Source: an optimization exercise on an open RTL-to-GDS flow (aim: small area, a short achievable clock period and few clock cycles per item). Production flows keep margins and buffers that such runs may drop. At most, simulation tests tie the RTL to the original design; equivalence was not proved.

## averaged_current_sense
module averaged_current_sense (
  input  wire logic                            clk,
  input  wire logic                            rst,
  input  wire logic                            s_valid,
  output logic                                 s_ready,
  input  wire logic [acs_pkg::CH_W-1:0]        s_channel,
  input  wire logic                            s_kind,
  input  wire logic [acs_pkg::SAMPLE_BITS-1:0] s_sample,
  output logic                                 r_valid,
  input  wire logic                            r_ready,
  output logic [acs_pkg::CH_W-1:0]             r_channel,
  output logic                                 r_kind,
  output logic [acs_pkg::SAMPLE_BITS-1:0]      r_average,
  output logic [acs_pkg::MA_W-1:0]             r_current_ma,
  input  wire logic                            cfg_we,
  input  wire logic [acs_pkg::CFG_IDX_W-1:0]   cfg_index,
  input  wire logic [acs_pkg::CFG_W-1:0]       cfg_data
);
For scale: about 2,600 cells after synthesis, ~75 I/O pins.
clock: 8.5 ns
lec_check: 0
abc_clock_period_in_ps: 3500
cap_margin: 20
core_margin: 2
core_utilization: 40
setup_slack_margin: 4.7
slew_margin: 20
standard.sh (not shown) runs the stock make flow with config.mk's settings and CLKGATE_MAP_FILE= SYNTH_SCRIPT=/design/flow/synth_recipe.tcl, a recipe that flattens the netlist after the stock synthesis.
==> flow/flow/run.sh <==
#!/bin/bash
# The standard layout, with buf_2 port buffers and resizing not held to a cell's footprint.
bash standard.sh MATCH_CELL_FOOTPRINT=0 "BUFFER_PORTS_ARGS=-buffer_cell sky130_fd_sc_hd__buf_2" finish > standard.log 2>&1
The baseline ran to the end with no violations.
==> next run, changes <==
- CORE_UTILIZATION: 40 -> 55
- CTS_BUF_LIST: not set -> sky130_fd_sc_hd__clkbuf_4 sky130_fd_sc_hd__clkbuf_8
Clock skew rises by 0.019 ns. Setup slack loses 0.080 ns. Maximum frequency shrinks by 2.1%. Synthesized cell count stays the same. Flip-flop and latch count stays the same. Core utilization grows by 17 points. Global-route usage grows by 7.4 points. Sequential share of layout area increases by 0.93 points.
==> next run, changes <==
- ABC_AREA: not set -> 1
- CORE_UTILIZATION: 55 -> 40
- CTS_CLUSTER_SIZE: not set -> 30
Outcome: The new run ran to the end with no violations; global-route usage goes down by 7.4 points; wire length goes down by 1.2%; area after synthesis falls by 1.5%; synthesized cell count rises by 19%; core utilization is lower by 18 points; worst hold slack is better by 0.0065 ns.
No run of this note included a check of the RTL's function; only the layout flow was run.

## build 71
Another version of the RTL of averaged_current_sense (not shown whole).
For scale: ~540 flip-flops, roughly 0.030 sq mm of cells after synthesis.
==> flow/config.mk <==
export PLATFORM = sky130hd
export DESIGN_NAME = averaged_current_sense
export DESIGN_NICKNAME = averaged_current_sense
export VERILOG_FILES = /design/flow/design.v
export SDC_FILE = /design/flow/constraint.sdc
export NUM_CORES = 4
export LEC_CHECK = 0
export ABC_AREA = 1
export ABC_CLOCK_PERIOD_IN_PS = 3500
export CAP_MARGIN = 20
export CORE_MARGIN = 2
export CORE_UTILIZATION = 40
export CTS_BUF_LIST = sky130_fd_sc_hd__clkbuf_4 sky130_fd_sc_hd__clkbuf_8
export CTS_CLUSTER_DIAMETER = 100
export CTS_CLUSTER_SIZE = 12
export SETUP_SLACK_MARGIN = 5.0
export SLEW_MARGIN = 20
==> flow/constraint.sdc <==
create_clock -name core_clock -period 8.5 [get_ports {clk}]
set_input_delay 1.7000 -clock core_clock [delete_from_list [all_inputs] [get_ports {clk}]]
set_output_delay 1.7000 -clock core_clock [all_outputs]
set_load 0.01 [all_outputs]
==> flow/flow/run.sh <==
#!/bin/bash
# The standard layout, with buf_2 port buffers, resizing not held to a cell's
# footprint, and timing repair aiming at 5.2 ns of setup slack.
bash standard.sh MATCH_CELL_FOOTPRINT=0 "BUFFER_PORTS_ARGS=-buffer_cell sky130_fd_sc_hd__buf_2" SETUP_SLACK_MARGIN=5.2 finish > standard.log 2>&1
Testbench counts of build 71, summed over its fixed seeds: cycles 16,657, items 4,813.
### build 71 -> build 76
- removing CTS_CLUSTER_DIAMETER (formerly 100)
- changing SETUP_SLACK_MARGIN from 5.0 to 4.7
- changing CTS_CLUSTER_SIZE from 12 to 30
==> flow/flow/run.sh <==
#!/bin/bash
# The standard layout, with buf_2 port buffers and resizing not held to a cell's footprint.
bash standard.sh MATCH_CELL_FOOTPRINT=0 "BUFFER_PORTS_ARGS=-buffer_cell sky130_fd_sc_hd__buf_2" finish > standard.log 2>&1
Findings:
- No stage failed in build 76, and the final checks on the layout all came back clean.
- Between build 71 and build 76, the global-route usage figures differ only marginally.
- On build 76: clock tree buffer count of the final layout is about 54% higher than what build 71 gave.
- Delta (build 76 minus build 71): post-layout worst setup margin lower; worst max-slew margin expressed relative to the limit lower; highest net fanout along the worst path higher.
The following lists how build 11 was set up differently from build 76:
- setting CTS_CLUSTER_DIAMETER to 100 for the first time
- changing SETUP_SLACK_MARGIN from 4.7 to 5.0
- changing CTS_CLUSTER_SIZE from 30 to 15
==> flow/flow/run.sh <==
#!/bin/bash
# The standard layout, with buf_2 port buffers, resizing not held to a cell's
# footprint, and timing repair aiming at 5.2 ns of setup slack.
bash standard.sh MATCH_CELL_FOOTPRINT=0 "BUFFER_PORTS_ARGS=-buffer_cell sky130_fd_sc_hd__buf_2" SETUP_SLACK_MARGIN=5.2 finish > standard.log 2>&1
## What came out
Looking at count of buffer and inverter cells on the critical path, build 11 sits above build 76.
Count of clock-net buffers in the final layout (higher): build 76
Re sequential cell area share: build 76 was higher than build 11.
Slew at the pin closest to its max-slew limit delta for build 11 relative to build 76: 0.23 ns lower
Here is what was changed in the inputs of build 67 compared with build 11.
- PLACE_DENSITY now 0.7, previously not set
- CTS_CLUSTER_SIZE now 12, was 15
Each of the runs, namely build 67 and build 11, reached the end of the flow and came out clean.
Of build 67 and build 11, it is build 67 that has the lower sequential portion of the cell area.
Between build 67 and build 11, normalized max-slew margin is lower for build 67, build 11 comes in above that.
Of build 67 and build 11, it is build 67 that has the higher total CTS buffers.
Build 67 has number of cell instances on the worst register-to-register path above what build 11 had.
Build 11 → build 67: core utilization moved up, final critical-path share of the clock period higher, first-pass iteration count of the detailed router shows an increase of 1.
Build 11 -> build 67: routed wire length decreased by a few percent
A beginning of the critical path of u_back.drem[1][0]$_DFFE_PN_ is what build 11 shows, while u_back.dq[1][11]$_DFFE_PN_ belongs to build 67.

Another version of the RTL of averaged_current_sense (not shown whole).
Settings: LEC_CHECK=0, ABC_CLOCK_PERIOD_IN_PS=4000, CAP_MARGIN=20, CORE_MARGIN=2, CORE_UTILIZATION=40, SETUP_SLACK_MARGIN=4.0, SLEW_MARGIN=20; clock period 8.5 ns.
run.sh (not shown) runs the stock make flow with config.mk's settings and CLKGATE_MAP_FILE= SYNTH_SCRIPT=/design/flow/synth_recipe.tcl, a recipe that flattens the netlist after the stock synthesis.
Stock flow here: none of the scripts above is used.
Change:
--- a/flow/config.mk
+++ b/flow/config.mk
@@ -7,3 +7,3 @@
 export LEC_CHECK = 0
-export ABC_CLOCK_PERIOD_IN_PS = 4000
+export ABC_CLOCK_PERIOD_IN_PS = 3500
 export CAP_MARGIN = 20
@@ -11,3 +11,3 @@
 export CORE_UTILIZATION = 40
-export SETUP_SLACK_MARGIN = 4.0
+export SETUP_SLACK_MARGIN = 4.7
 export SLEW_MARGIN = 20
Synthesized cell count stays the same. Fmax grows by 0.90%. Setup slack is better by 54 ps. Wire length grows by 5.2%. Final area grows by about 4%. Register-to-register slack is better by 50 ps. Non-clock buffer count grows by 28. Sequential share of layout area shrinks by 1.6 points. Die area does not change.
Function was not checked in any run of this note: the RTL went through the layout flow alone.

Another version of the RTL of averaged_current_sense (not shown whole).
Size: ~430 flip-flops, ~75 I/O pins.
==> flow/design.v (excerpt) <==
module averaged_current_sense (
  input  wire logic                            clk,
  input  wire logic                            rst,
  input  wire logic                            s_valid,
  output logic                                 s_ready,
  input  wire logic [acs_pkg::CH_W-1:0]        s_channel,
  input  wire logic                            s_kind,
  input  wire logic [acs_pkg::SAMPLE_BITS-1:0] s_sample,
  output logic                                 r_valid,
  input  wire logic                            r_ready,
  output logic [acs_pkg::CH_W-1:0]             r_channel,
  output logic                                 r_kind,
  output logic [acs_pkg::SAMPLE_BITS-1:0]      r_average,
  output logic [acs_pkg::MA_W-1:0]             r_current_ma,
  input  wire logic                            cfg_we,
  input  wire logic [acs_pkg::CFG_IDX_W-1:0]   cfg_index,
  input  wire logic [acs_pkg::CFG_W-1:0]       cfg_data
);
  logic [acs_pkg::CNT_W-1:0]  meas_lim;    
  logic [acs_pkg::CNT_W-1:0]  cal_lim;     
  logic [acs_pkg::DB_W-1:0]   deadband;
  logic [acs_pkg::GAIN_W-1:0] gain;
  always_ff @(posedge clk) begin
    if (rst) begin
      meas_lim <= acs_pkg::CNT_W'(64 - 1);
      cal_lim  <= acs_pkg::CNT_W'(200 - 1);
      deadband <= acs_pkg::DB_W'(149);
  ...
==> flow/config.mk <==
export PLATFORM = sky130hd
export DESIGN_NAME = averaged_current_sense
export DESIGN_NICKNAME = averaged_current_sense
export VERILOG_FILES = /design/flow/design.v
export SDC_FILE = /design/flow/constraint.sdc
export NUM_CORES = 4
export LEC_CHECK = 0
export ABC_CLOCK_PERIOD_IN_PS = 3500
export CAP_MARGIN = 20
export CORE_MARGIN = 2
export CORE_UTILIZATION = 60
export PLACE_DENSITY = 0.7
export SETUP_SLACK_MARGIN = 4.7
export SLEW_MARGIN = 20
==> flow/constraint.sdc <==
create_clock -name core_clock -period 8.5 [get_ports {clk}]
set_input_delay 1.7000 -clock core_clock [delete_from_list [all_inputs] [get_ports {clk}]]
set_output_delay 1.7000 -clock core_clock [all_outputs]
set_load 0.01 [all_outputs]
standard.sh (not shown) runs the stock make flow with config.mk's settings and CLKGATE_MAP_FILE= SYNTH_SCRIPT=/design/flow/synth_recipe.tcl, a recipe that flattens the netlist after the stock synthesis.
==> flow/flow/run.sh <==
#!/bin/bash
# The standard layout, with buf_2 port buffers and resizing not held to a cell's footprint.
bash standard.sh MATCH_CELL_FOOTPRINT=0 "BUFFER_PORTS_ARGS=-buffer_cell sky130_fd_sc_hd__buf_2" finish > standard.log 2>&1
The starting point finished with timing, DRC and antenna clean.
Change:
Settings changed: ABC_CLOCK_PERIOD_IN_PS 3500 to 3200, CORE_UTILIZATION 60 to 40, PLACE_DENSITY 0.7 to unset, SETUP_SLACK_MARGIN 4.7 to 5.0.
Outcome: Worst setup slack gains 0.084 ns; wire length grows by roughly a tenth; via count grows by a few percent.
Function was not checked in any run of this note: the RTL went through the layout flow alone.

averaged_current_sense, a different RTL version from the one above (not shown whole).
Size: about 490 flip-flops.
Settings: LEC_CHECK=0, CAP_MARGIN=20, CORE_MARGIN=2, CORE_UTILIZATION=40, SLEW_MARGIN=20; clock period 8.5 ns.
run.sh (not shown) runs the stock make flow with config.mk's settings and CLKGATE_MAP_FILE= SYNTH_SCRIPT=/design/flow/synth_recipe.tcl, a recipe that flattens the netlist after the stock synthesis.
Stock flow here: none of the scripts above is used.
The baseline completed with no timing, DRC or antenna violations.
Then changed:
Settings changed: ABC_CLOCK_PERIOD_IN_PS set to 4000, SETUP_SLACK_MARGIN set to 4.0.
After rerunning: First-iteration DRC count fell by a few percent; non-clock buffer count rose by 229; global-route usage rose by 1.4 points; final area rose by roughly a tenth; cell count rose by a few percent; fmax rose by a quarter to a third; setup slack improves by 1600 ps.
No functional check of the RTL was part of any run of this note.

RTL: one of the versions met above, not the one the previous note started from.
Size in the first run: about 0.030 mm^2 of cells after synthesis.
==> flow/config.mk <==
export PLATFORM = sky130hd
export DESIGN_NAME = averaged_current_sense
export DESIGN_NICKNAME = averaged_current_sense
export VERILOG_FILES = /design/flow/design.v
export SDC_FILE = /design/flow/constraint.sdc
export NUM_CORES = 4
export LEC_CHECK = 0
export ABC_AREA = 1
export ABC_CLOCK_PERIOD_IN_PS = 3500
export CAP_MARGIN = 20
export CORE_MARGIN = 2
export CORE_UTILIZATION = 40
export CTS_BUF_LIST = sky130_fd_sc_hd__clkbuf_4 sky130_fd_sc_hd__clkbuf_8
export CTS_CLUSTER_SIZE = 30
export SETUP_SLACK_MARGIN = 5.0
export SLEW_MARGIN = 20
==> flow/constraint.sdc <==
create_clock -name core_clock -period 8.5 [get_ports {clk}]
set_input_delay 1.7000 -clock core_clock [delete_from_list [all_inputs] [get_ports {clk}]]
set_output_delay 1.7000 -clock core_clock [all_outputs]
set_load 0.01 [all_outputs]
standard.sh (not shown) runs the stock make flow with config.mk's settings and CLKGATE_MAP_FILE= SYNTH_SCRIPT=/design/flow/synth_recipe.tcl, a recipe that flattens the netlist after the stock synthesis.
==> flow/flow/run.sh <==
#!/bin/bash
# The standard layout, with buf_2 port buffers, resizing not held to a cell's
# footprint, and timing repair aiming at 5.5 ns of setup slack.
bash standard.sh MATCH_CELL_FOOTPRINT=0 "BUFFER_PORTS_ARGS=-buffer_cell sky130_fd_sc_hd__buf_2" SETUP_SLACK_MARGIN=5.5 finish > standard.log 2>&1
The first run finished clean.
Testbench counts at the start, summed over its fixed seeds: cycles 16,657, items 4,813.
Next try:
==> flow/flow/run.sh (replaced) <==
#!/bin/bash
# The standard layout, with buf_2 port buffers and resizing not held to a cell's footprint.
bash standard.sh MATCH_CELL_FOOTPRINT=0 "BUFFER_PORTS_ARGS=-buffer_cell sky130_fd_sc_hd__buf_2" finish > standard.log 2>&1
--- a/flow/config.mk
+++ b/flow/config.mk
@@ -12,5 +12,6 @@
 export CORE_UTILIZATION = 40
 export CTS_BUF_LIST = sky130_fd_sc_hd__clkbuf_4 sky130_fd_sc_hd__clkbuf_8
-export CTS_CLUSTER_SIZE = 30
+export CTS_CLUSTER_DIAMETER = 100
+export CTS_CLUSTER_SIZE = 15
 export SETUP_SLACK_MARGIN = 5.0
 export SLEW_MARGIN = 20
Result:
- The changed run went through all stages and came out clean
- wire length shrinks by 11%
- non-clock buffer count went down by 155
- area after synthesis is unchanged
- first-iteration DRC count falls by 13%
Next try:
==> flow/flow/run.sh (replaced) <==
#!/bin/bash
# The standard layout, with buf_2 port buffers, resizing not held to a cell's
# footprint, and timing repair aiming at 5.2 ns of setup slack.
bash standard.sh MATCH_CELL_FOOTPRINT=0 "BUFFER_PORTS_ARGS=-buffer_cell sky130_fd_sc_hd__buf_2" SETUP_SLACK_MARGIN=5.2 finish > standard.log 2>&1
--- a/flow/config.mk
+++ b/flow/config.mk
@@ -8,10 +8,10 @@
 export ABC_AREA = 1
 export ABC_CLOCK_PERIOD_IN_PS = 3500
-export CAP_MARGIN = 20
+export CAP_MARGIN = 5
 export CORE_MARGIN = 2
 export CORE_UTILIZATION = 40
 export CTS_BUF_LIST = sky130_fd_sc_hd__clkbuf_4 sky130_fd_sc_hd__clkbuf_8
 export CTS_CLUSTER_DIAMETER = 100
-export CTS_CLUSTER_SIZE = 15
+export CTS_CLUSTER_SIZE = 12
 export SETUP_SLACK_MARGIN = 5.0
-export SLEW_MARGIN = 20
+export SLEW_MARGIN = 5
What happened:
- routed wire length is higher by a few percent
- synthesized cell count does not change
- fmax is higher by a few percent
- die area does not change
- critical path depth is higher by 2
- utilization is higher by 1.2 points
- synthesized area stays the same
- first-iteration DRC count is higher by a few percent
- cell area is higher by a few percent
Next try:
==> flow/flow/run.sh (replaced) <==
#!/bin/bash
# The standard layout, with buf_2 port buffers and resizing not held to a cell's footprint.
bash standard.sh MATCH_CELL_FOOTPRINT=0 "BUFFER_PORTS_ARGS=-buffer_cell sky130_fd_sc_hd__buf_2" finish > standard.log 2>&1
--- a/flow/config.mk
+++ b/flow/config.mk
@@ -8,10 +8,10 @@
 export ABC_AREA = 1
 export ABC_CLOCK_PERIOD_IN_PS = 3500
-export CAP_MARGIN = 5
+export CAP_MARGIN = 20
 export CORE_MARGIN = 2
 export CORE_UTILIZATION = 40
-export CTS_BUF_LIST = sky130_fd_sc_hd__clkbuf_4 sky130_fd_sc_hd__clkbuf_8
+export CTS_BUF_LIST = sky130_fd_sc_hd__clkbuf_8 sky130_fd_sc_hd__clkbuf_16
 export CTS_CLUSTER_DIAMETER = 100
-export CTS_CLUSTER_SIZE = 12
+export CTS_CLUSTER_SIZE = 30
 export SETUP_SLACK_MARGIN = 5.0
-export SLEW_MARGIN = 5
+export SLEW_MARGIN = 20
Result: Clock-buffer cell count came out lower by 61; non-clock buffer count is lower by 40; final cell count came out lower by 2.0%; core utilization decreases by 1.1 points; flip-flop and latch count is unchanged; maximum frequency falls by 4.5%; global-route usage decreases by 0.75 points; final area came out lower by 2.4%; wire length decreases by 4.4%.
Next try:
--- a/flow/config.mk
+++ b/flow/config.mk
@@ -11,6 +11,5 @@
 export CORE_MARGIN = 2
 export CORE_UTILIZATION = 40
-export CTS_BUF_LIST = sky130_fd_sc_hd__clkbuf_8 sky130_fd_sc_hd__clkbuf_16
-export CTS_CLUSTER_DIAMETER = 100
+export CTS_BUF_LIST = sky130_fd_sc_hd__clkbuf_4 sky130_fd_sc_hd__clkbuf_8
 export CTS_CLUSTER_SIZE = 30
 export SETUP_SLACK_MARGIN = 5.0
Routed wire length climbs by 2.2%.
First-iteration DRC count drops by 4.8%.
Non-clock buffer count climbs by 5.
Clock skew climbs by 12 ps.
Worst setup slack gains 22 ps.
Design area climbs by 3.2%.
Register-to-register slack gains 20 ps.
Fmax climbs by 0.64%.
Die area stays the same.

[static timing again, ports no longer ideal]
The results above use ideal ports. As a check the final layouts listed here were re-extracted and re-timed, cells and wires unchanged. Step 1 sets driving cells, clkbuf_16 on the clock port and buf_2 on the other inputs (assumed; they add their load-dependent delay and slew). Step 2 times the ports against the registers' clock, not the clock port: input delays grow and output delays shrink by t, the midpoint of the rising clock arrivals with the driver on. Slacks: ideal ports / drivers / drivers and shift; pairs: ideal ports / drivers.
run | t (ns) | setup slack, ns | worst register clock-pin slew, ns
the first run of note 1 | 0.681 | 4.686 / 4.686 / 4.218 | 0.07 / 0.07
the second run of note 1 | 0.729 | 4.605 / 4.605 / 4.223 | 0.07 / 0.07
the third run of note 1 | 0.758 | 4.884 / 4.917 / 4.170 | 0.06 / 0.06
build 71 | 0.722 | 5.230 / 5.230 / 4.640 | 0.10 / 0.10
build 76 | 0.735 | 4.842 / 4.842 / 4.190 | 0.06 / 0.06
build 11 | 0.707 | 5.231 / 5.231 / 4.646 | 0.12 / 0.12
build 67 | 0.707 | 5.127 / 5.127 / 4.649 | 0.09 / 0.09
the first run of note 3 | 0.695 | 2.469 / 2.469 / 2.469 | 0.06 / 0.06
the second run of note 3 | 0.688 | 2.522 / 2.522 / 2.522 | 0.07 / 0.07
the first run of note 4 | 0.601 | 4.684 / 4.684 / 4.332 | 0.06 / 0.06
the second run of note 4 | 0.603 | 4.769 / 4.769 / 4.410 | 0.06 / 0.06
the first run of note 5 | 0.653 | 0.820 / 0.820 / 0.820 | 0.07 / 0.07
the second run of note 5 | 0.674 | 2.402 / 2.402 / 2.402 | 0.07 / 0.07
the first run of note 6 | 0.738 | 5.139 / 5.139 / 4.763 | 0.07 / 0.07
the second run of note 6 | 0.715 | 5.100 / 5.100 / 4.433 | 0.11 / 0.11
the third run of note 6 | 0.722 | 5.230 / 5.230 / 4.640 | 0.10 / 0.10
the fourth run of note 6 | 0.663 | 5.076 / 5.076 / 4.547 | 0.12 / 0.12
the fifth run of note 6 | 0.753 | 5.098 / 5.098 / 4.404 | 0.06 / 0.06
After both steps setup and hold are still met in every run listed. For the third run of note 1, which loses most, drivers alone change the setup slack by +0.033 ns; drivers and shift together by -0.714 ns.
